Context: an optimization exercise on an open-source flow, tuned for small area, a short achievable clock period and few clock cycles per item. The choices shown serve that exercise and are no tape-out recipe. Only simulation tests tie the RTL to the original design; equivalence was not proved.

==> flow/design.v <==
package alu_pkg;
  localparam int unsigned DATA_W = 32;
  localparam int unsigned OP_W   = 4;
  localparam int unsigned SH_W   = 5;
  localparam logic [OP_W-1:0] OP_LRS  = 4'b0000;
  localparam logic [OP_W-1:0] OP_LLS  = 4'b0001;
  localparam logic [OP_W-1:0] OP_ARS  = 4'b0010;
  localparam logic [OP_W-1:0] OP_ALS  = 4'b0011;
  localparam logic [OP_W-1:0] OP_ADD  = 4'b0100;
  localparam logic [OP_W-1:0] OP_SUB  = 4'b0101;
  localparam logic [OP_W-1:0] OP_MUL  = 4'b0110;
  localparam logic [OP_W-1:0] OP_AND  = 4'b1000;
  localparam logic [OP_W-1:0] OP_OR   = 4'b1001;
  localparam logic [OP_W-1:0] OP_NOR  = 4'b1010;
  localparam logic [OP_W-1:0] OP_NAND = 4'b1011;
  localparam logic [OP_W-1:0] OP_XOR  = 4'b1100;
  localparam int unsigned MUL_K     = 4;
  localparam int unsigned MUL_STEPS = DATA_W / MUL_K;
  localparam int unsigned MUL_CNT_W = 3;   
endpackage
import alu_pkg::*;
module alu_arbiter_alu
(
  input  logic [DATA_W-1:0] op1,
  input  logic [DATA_W-1:0] op2,
  input  logic [OP_W-1:0]   alu_op,
  output logic [DATA_W-1:0] result_c,   
  output logic              ovf_c,
  output logic              err_c
);
  logic              s_add, s_shr, s_shl, s_mul, sub, ars, als;
  logic [3:0]        lut;
  logic [DATA_W-1:0] b_x;
  logic [DATA_W-1:0] sum;
  logic [DATA_W-1:0] p0, gg, gp;
  logic              add_ovf;
  logic              fill;
  logic [DATA_W-1:0] x;
  logic [DATA_W-1:0] mask;
  logic              drop_or;    
  logic              drop_and;   
  logic              sh_ovf;
  logic [DATA_W-1:0] logic_r;
  logic [DATA_W-1:0] shl_r;
  always_comb begin
    s_add   = (alu_op == OP_ADD) || (alu_op == OP_SUB);
    sub     = alu_op[0];
    s_shr   = (alu_op == OP_LRS) || (alu_op == OP_ARS);
    s_shl   = (alu_op == OP_LLS) || (alu_op == OP_ALS);
    ars     = (alu_op == OP_ARS);
    als     = alu_op[1];
    s_mul   = (alu_op == OP_MUL);
    err_c   = (alu_op == 4'b0111) || (alu_op == 4'b1101) || (alu_op == 4'b1110) ||
              (alu_op == 4'b1111);
    case (alu_op)
      OP_AND:  lut = 4'b1000;
      OP_OR:   lut = 4'b1110;
      OP_NOR:  lut = 4'b0001;
      OP_NAND: lut = 4'b0111;
      OP_XOR:  lut = 4'b0110;
      default: lut = 4'b0000;
    endcase
    b_x = op2 ^ {DATA_W{sub}};
    p0  = op1 ^ b_x;
    gg  = op1 & b_x;
    gp  = p0;
    gg[0] = gg[0] | (p0[0] & sub);
    for (int l = 0; (1 << l) < DATA_W; l++)
      for (int i = 0; i < DATA_W; i++)
        if (i & (1 << l)) begin
          gg[i] = gg[i] | (gp[i] & gg[((i >> l) << l) - 1]);
          gp[i] = gp[i] & gp[((i >> l) << l) - 1];
        end
    sum      = p0 ^ {gg[DATA_W-2:0], sub};
    add_ovf  = (op1[DATA_W-1] == b_x[DATA_W-1]) && (sum[DATA_W-1] != op1[DATA_W-1]);
    fill = ars & op1[DATA_W-1];
    for (int i = 0; i < DATA_W; i++) x[i] = s_shl ? op1[DATA_W-1-i] : op1[i];
    drop_or  = 1'b0;
    drop_and = 1'b1;
    for (int k = SH_W - 1; k >= 0; k--) begin
      mask = DATA_W'((64'd1 << (1 << k)) - 64'd1);
      if (op2[k]) begin
        drop_or  = drop_or | (|(x & mask));
        drop_and = drop_and & (&(x | ~mask));
        x        = (x >> (1 << k)) | ({DATA_W{fill}} & ~({DATA_W{1'b1}} >> (1 << k)));
      end
    end
    for (int i = 0; i < DATA_W; i++) shl_r[i] = x[DATA_W-1-i];
    sh_ovf = als ? !((drop_and & x[0]) | (!drop_or & !x[0])) : drop_or;
    for (int i = 0; i < DATA_W; i++) logic_r[i] = lut[{op1[i], op2[i]}];
    result_c = logic_r
             | ({DATA_W{s_add}} & sum)
             | ({DATA_W{s_shr}} & x)
             | ({DATA_W{s_shl}} & shl_r)
             | ({DATA_W{s_mul}} & op2);
    ovf_c    = (s_add & add_ovf) | (s_shl & sh_ovf);
  end
endmodule
module alu_arbiter_mul
(
  input  logic [DATA_W-1:0]       op1,
  input  logic [DATA_W-1:0]       mpl,
  input  logic                    prev,
  input  logic [DATA_W-1:0]       hi,
  output logic [DATA_W+MUL_K-1:0] acc_c
);
  localparam int N = DATA_W + MUL_K;
  localparam int R = MUL_K / 2;
  always_comb begin
    logic [MUL_K:0]  bx;
    logic            neg, one, two;
    logic [DATA_W:0] pp;
    logic [N-1:0]    ps, pc, kv, tv, cc;
    logic [N-1:0]    gg, gp, p0;
    bx = {mpl[MUL_K-1:0], prev};
    kv = '0;
    kv = kv - ({{(N-1){1'b0}}, 1'b1} << (DATA_W - 1));
    for (int j = 0; j < R; j++) kv = kv - ({{(N-1){1'b0}}, 1'b1} << (DATA_W + 2 * j));
    ps = {{MUL_K{1'b0}}, ~hi[DATA_W-1], hi[DATA_W-2:0]};
    pc = '0;
    for (int j = 0; j < R; j++) begin
      neg = bx[2*j+2];
      one = bx[2*j+1] ^ bx[2*j];
      two = (bx[2*j+2] & !bx[2*j+1] & !bx[2*j]) | (!bx[2*j+2] & bx[2*j+1] & bx[2*j]);
      pp  = ({(DATA_W+1){one}} & {op1[DATA_W-1], op1}) | ({(DATA_W+1){two}} & {op1, 1'b0});
      pp  = pp ^ {(DATA_W+1){neg}};
      pp[DATA_W] = ~pp[DATA_W];
      kv[2*j] = neg;
      tv  = {{(MUL_K-1){1'b0}}, pp};
      tv  = tv << (2 * j);
      if (j == 0) begin
        pc = tv;
      end else begin
        cc = ((ps & pc) | (ps & tv) | (pc & tv)) << 1;
        ps = ps ^ pc ^ tv;
        pc = cc;
      end
    end
    cc = ((ps & pc) | (ps & kv) | (pc & kv)) << 1;
    ps = ps ^ pc ^ kv;
    p0 = ps ^ cc;
    gg = ps & cc;
    gp = p0;
    for (int l = 0; (1 << l) < N; l++)
      for (int i = (2 << l) - 1; i < N; i += (2 << l)) begin
        gg[i] = gg[i] | (gp[i] & gg[i - (1 << l)]);
        gp[i] = gp[i] & gp[i - (1 << l)];
      end
    for (int l = 5; l >= 0; l--)
      for (int i = 3 * (1 << l) - 1; i < N; i += (2 << l)) begin
        if ((1 << l) < N) begin
          gg[i] = gg[i] | (gp[i] & gg[i - (1 << l)]);
          gp[i] = gp[i] & gp[i - (1 << l)];
        end
      end
    acc_c = p0 ^ {gg[N-2:0], 1'b0};
  end
endmodule
import alu_pkg::*;
module alu_arbiter
#(
  parameter int unsigned RR_INIT = 0
) (
  input  logic              clk,
  input  logic              resetn,
  input  logic              req0_valid,
  output logic              req0_ready,
  input  logic [DATA_W-1:0] req0_op1,
  input  logic [DATA_W-1:0] req0_op2,
  input  logic [OP_W-1:0]   req0_alu_op,
  input  logic              req1_valid,
  output logic              req1_ready,
  input  logic [DATA_W-1:0] req1_op1,
  input  logic [DATA_W-1:0] req1_op2,
  input  logic [OP_W-1:0]   req1_alu_op,
  output logic              rsp0_valid,
  input  logic              rsp0_ready,
  output logic              rsp1_valid,
  input  logic              rsp1_ready,
  output logic [DATA_W-1:0] rsp_result,
  output logic              rsp_zero,
  output logic              rsp_ovf,
  output logic              rsp_err,
  output logic              busy
);
  localparam int unsigned CNT_W = MUL_CNT_W;
  logic              busy_q;
  logic              mul_q;     
  logic [CNT_W-1:0]  cnt_q;
  logic              gid;
  logic              last;
  logic [DATA_W-1:0] res_q;     
  logic              ovf_q;
  logic              err_q;
  logic              s_mul_q;   
  logic [DATA_W-1:0] a_q;       
  logic [DATA_W-1:0] hi_q;      
  logic              prev_q;    
  logic              grant_c;
  logic              hs_c;
  logic              take_c;
  logic [DATA_W-1:0] a_in, b_in;
  logic [OP_W-1:0]   op_in;
  logic [DATA_W-1:0] alu_result_c;
  logic              alu_ovf_c, alu_err_c;
  logic [DATA_W+MUL_K-1:0] acc_c;
  always_comb begin
    grant_c    = (req0_valid && req1_valid) ? ~last : req1_valid;
    req0_ready = resetn && !busy_q && req0_valid && !grant_c;
    req1_ready = resetn && !busy_q && req1_valid && grant_c;
    hs_c       = req0_ready || req1_ready;
    a_in       = grant_c ? req1_op1 : req0_op1;
    b_in       = grant_c ? req1_op2 : req0_op2;
    op_in      = grant_c ? req1_alu_op : req0_alu_op;
    take_c     = (rsp0_valid && rsp0_ready) || (rsp1_valid && rsp1_ready);
    busy       = busy_q;
  end
  alu_arbiter_alu u_alu (
    .op1      (a_in),
    .op2      (b_in),
    .alu_op   (op_in),
    .result_c (alu_result_c),
    .ovf_c    (alu_ovf_c),
    .err_c    (alu_err_c)
  );
  alu_arbiter_mul u_mul (
    .op1   (a_q),
    .mpl   (res_q),
    .prev  (prev_q),
    .hi    (hi_q),
    .acc_c (acc_c)
  );
  always_comb begin
    rsp_result = res_q;
    rsp_zero   = ~|res_q;
    rsp_ovf    = s_mul_q ? (hi_q != {DATA_W{res_q[DATA_W-1]}}) : ovf_q;
    rsp_err    = err_q;
  end
  always_ff @(posedge clk or negedge resetn) begin
    if (!resetn) begin
      busy_q     <= 1'b0;
      mul_q      <= 1'b0;
      cnt_q      <= '0;
      gid        <= 1'b0;
      last       <= (RR_INIT == 0) ? 1'b1 : 1'b0;
      rsp0_valid <= 1'b0;
      rsp1_valid <= 1'b0;
    end else begin
      if (hs_c) begin
        busy_q     <= 1'b1;
        gid        <= grant_c;
        last       <= grant_c;
        mul_q      <= (op_in == OP_MUL);
        cnt_q      <= '0;
        rsp0_valid <= (op_in != OP_MUL) && !grant_c;
        rsp1_valid <= (op_in != OP_MUL) && grant_c;
      end else if (mul_q) begin
        cnt_q <= cnt_q + 1'b1;
        if (cnt_q == CNT_W'(MUL_STEPS - 1)) begin
          mul_q      <= 1'b0;
          rsp0_valid <= !gid;
          rsp1_valid <= gid;
        end
      end else if (take_c) begin
        busy_q     <= 1'b0;
        rsp0_valid <= 1'b0;
        rsp1_valid <= 1'b0;
      end
    end
  end
  always_ff @(posedge clk) begin
    if (!busy_q) begin
      res_q   <= alu_result_c;
      ovf_q   <= alu_ovf_c;
      err_q   <= alu_err_c;
      s_mul_q <= (op_in == OP_MUL);
      a_q     <= a_in;
      hi_q    <= '0;
      prev_q  <= 1'b0;
    end else if (mul_q) begin
      hi_q   <= acc_c[DATA_W+MUL_K-1:MUL_K];
      res_q  <= {acc_c[MUL_K-1:0], res_q[DATA_W-1:MUL_K]};
      prev_q <= res_q[MUL_K-1];
    end
  end
endmodule
clock: 11.5 ns
lec_check: 0
abc_area: 1
cap_margin: 20
core_margin: 2
core_utilization: 45
setup_slack_margin: 5
slew_margin: 20
run.sh (not shown) runs the stock make flow with config.mk's settings and CLKGATE_MAP_FILE= SYNTH_SCRIPT=/design/flow/synth_recipe.tcl, a recipe that flattens the netlist after the stock synthesis.
Testbench counts at the start, summed over its fixed seeds: cycles 8,544, items 3,200.
Edit:
--- a/flow/design.v
+++ b/flow/design.v
@@ -23,19 +23,20 @@
 (
   input  logic [DATA_W-1:0] op1,
   input  logic [DATA_W-1:0] op2,
   input  logic [OP_W-1:0]   alu_op,
   output logic [DATA_W-1:0] result_c,   
+  output logic              zero_c,
   output logic              ovf_c,
   output logic              err_c
 );
-  logic              s_add, s_shr, s_shl, s_mul, sub, ars, als;
+  logic              s_add, s_shr, s_shl, s_logic, s_mul, sub, ars, als;
   logic [3:0]        lut;
   logic [DATA_W-1:0] b_x;
   logic [DATA_W-1:0] sum;
   logic [DATA_W-1:0] p0, gg, gp;
-  logic              add_ovf;
+  logic              add_ovf, add_zero;
   logic              fill;
   logic [DATA_W-1:0] x;
   logic [DATA_W-1:0] mask;
   logic              drop_or;    
   logic              drop_and;   
@@ -48,10 +49,11 @@
     s_shr   = (alu_op == OP_LRS) || (alu_op == OP_ARS);
     s_shl   = (alu_op == OP_LLS) || (alu_op == OP_ALS);
     ars     = (alu_op == OP_ARS);
     als     = alu_op[1];
     s_mul   = (alu_op == OP_MUL);
+    s_logic = alu_op[3];
     err_c   = (alu_op == 4'b0111) || (alu_op == 4'b1101) || (alu_op == 4'b1110) ||
               (alu_op == 4'b1111);
     case (alu_op)
       OP_AND:  lut = 4'b1000;
       OP_OR:   lut = 4'b1110;
@@ -71,10 +73,11 @@
           gg[i] = gg[i] | (gp[i] & gg[((i >> l) << l) - 1]);
           gp[i] = gp[i] & gp[((i >> l) << l) - 1];
         end
     sum      = p0 ^ {gg[DATA_W-2:0], sub};
     add_ovf  = (op1[DATA_W-1] == b_x[DATA_W-1]) && (sum[DATA_W-1] != op1[DATA_W-1]);
+    add_zero = &((op1 ^ b_x) ~^ {op1[DATA_W-2:0] | b_x[DATA_W-2:0], sub});
     fill = ars & op1[DATA_W-1];
     for (int i = 0; i < DATA_W; i++) x[i] = s_shl ? op1[DATA_W-1-i] : op1[i];
     drop_or  = 1'b0;
     drop_and = 1'b1;
     for (int k = SH_W - 1; k >= 0; k--) begin
@@ -92,10 +95,11 @@
              | ({DATA_W{s_add}} & sum)
              | ({DATA_W{s_shr}} & x)
              | ({DATA_W{s_shl}} & shl_r)
              | ({DATA_W{s_mul}} & op2);
     ovf_c    = (s_add & add_ovf) | (s_shl & sh_ovf);
+    zero_c   = s_add ? add_zero : (s_shr | s_shl) ? ~|x : s_logic ? ~|logic_r : 1'b1;
   end
 endmodule
 module alu_arbiter_mul
 (
   input  logic [DATA_W-1:0]       op1,
@@ -188,10 +192,11 @@
   logic              mul_q;     
   logic [CNT_W-1:0]  cnt_q;
   logic              gid;
   logic              last;
   logic [DATA_W-1:0] res_q;     
+  logic              zero_q;
   logic              ovf_q;
   logic              err_q;
   logic              s_mul_q;   
   logic [DATA_W-1:0] a_q;       
   logic [DATA_W-1:0] hi_q;      
@@ -200,11 +205,11 @@
   logic              hs_c;
   logic              take_c;
   logic [DATA_W-1:0] a_in, b_in;
   logic [OP_W-1:0]   op_in;
   logic [DATA_W-1:0] alu_result_c;
-  logic              alu_ovf_c, alu_err_c;
+  logic              alu_zero_c, alu_ovf_c, alu_err_c;
   logic [DATA_W+MUL_K-1:0] acc_c;
   always_comb begin
     grant_c    = (req0_valid && req1_valid) ? ~last : req1_valid;
     req0_ready = resetn && !busy_q && req0_valid && !grant_c;
     req1_ready = resetn && !busy_q && req1_valid && grant_c;
@@ -218,10 +223,11 @@
   alu_arbiter_alu u_alu (
     .op1      (a_in),
     .op2      (b_in),
     .alu_op   (op_in),
     .result_c (alu_result_c),
+    .zero_c   (alu_zero_c),
     .ovf_c    (alu_ovf_c),
     .err_c    (alu_err_c)
   );
   alu_arbiter_mul u_mul (
     .op1   (a_q),
@@ -230,11 +236,11 @@
     .hi    (hi_q),
     .acc_c (acc_c)
   );
   always_comb begin
     rsp_result = res_q;
-    rsp_zero   = ~|res_q;
+    rsp_zero   = s_mul_q ? ~|res_q : zero_q;
     rsp_ovf    = s_mul_q ? (hi_q != {DATA_W{res_q[DATA_W-1]}}) : ovf_q;
     rsp_err    = err_q;
   end
   always_ff @(posedge clk or negedge resetn) begin
     if (!resetn) begin
@@ -269,10 +275,11 @@
     end
   end
   always_ff @(posedge clk) begin
     if (!busy_q) begin
       res_q   <= alu_result_c;
+      zero_q  <= alu_zero_c;
       ovf_q   <= alu_ovf_c;
       err_q   <= alu_err_c;
       s_mul_q <= (op_in == OP_MUL);
       a_q     <= a_in;
       hi_q    <= '0;
=>
- clock-buffer cell count decreases by 1
- setup slack loses 5.3 ps
- non-clock buffer count increases by 12
- die area increases by about 6%
- routed wire length increases by about 10%
- synthesized area increases by 5.9%
- cell count increases by 5.0%
- hold slack gains 3.7 ps
- global-route usage increases by 0.86 points
- register-to-register slack gains 20 ps
- sequential cell count increases by 1
- clock skew is about the same
- final area increases by 7.0%
Testbench counts after the change, summed over its fixed seeds: cycles 8,544, items 3,200.

-- re-timing with driven ports --
Ports are ideal in the flow. The routed layouts listed here were re-timed in OpenROAD.
Step 1 sets driving cells, clkbuf_16 on the clock port and buf_2 on the other inputs (assumed; they add their load-dependent delay and slew).
Step 2 also shifts input and output timing later by t, the mid clock arrival at the registers, as if the neighbouring blocks saw the same clock.
Slacks: no drivers / after step 1 / after step 2; pairs: no drivers / after step 1.
run	t, ns	slack for setup (ns)	hold WS [ns]	cell pins on the clock port's net
the first run	0.417	5.281 / 5.308 / 4.891	0.494 / 0.494 / 0.494	1
the second run	0.424	5.276 / 5.266 / 4.883	0.497 / 0.497 / 0.497	1
After both steps setup and hold are still met in every run listed. For the second run, which loses most, drivers alone change the setup slack by -0.010 ns; drivers and shift together by -0.393 ns.
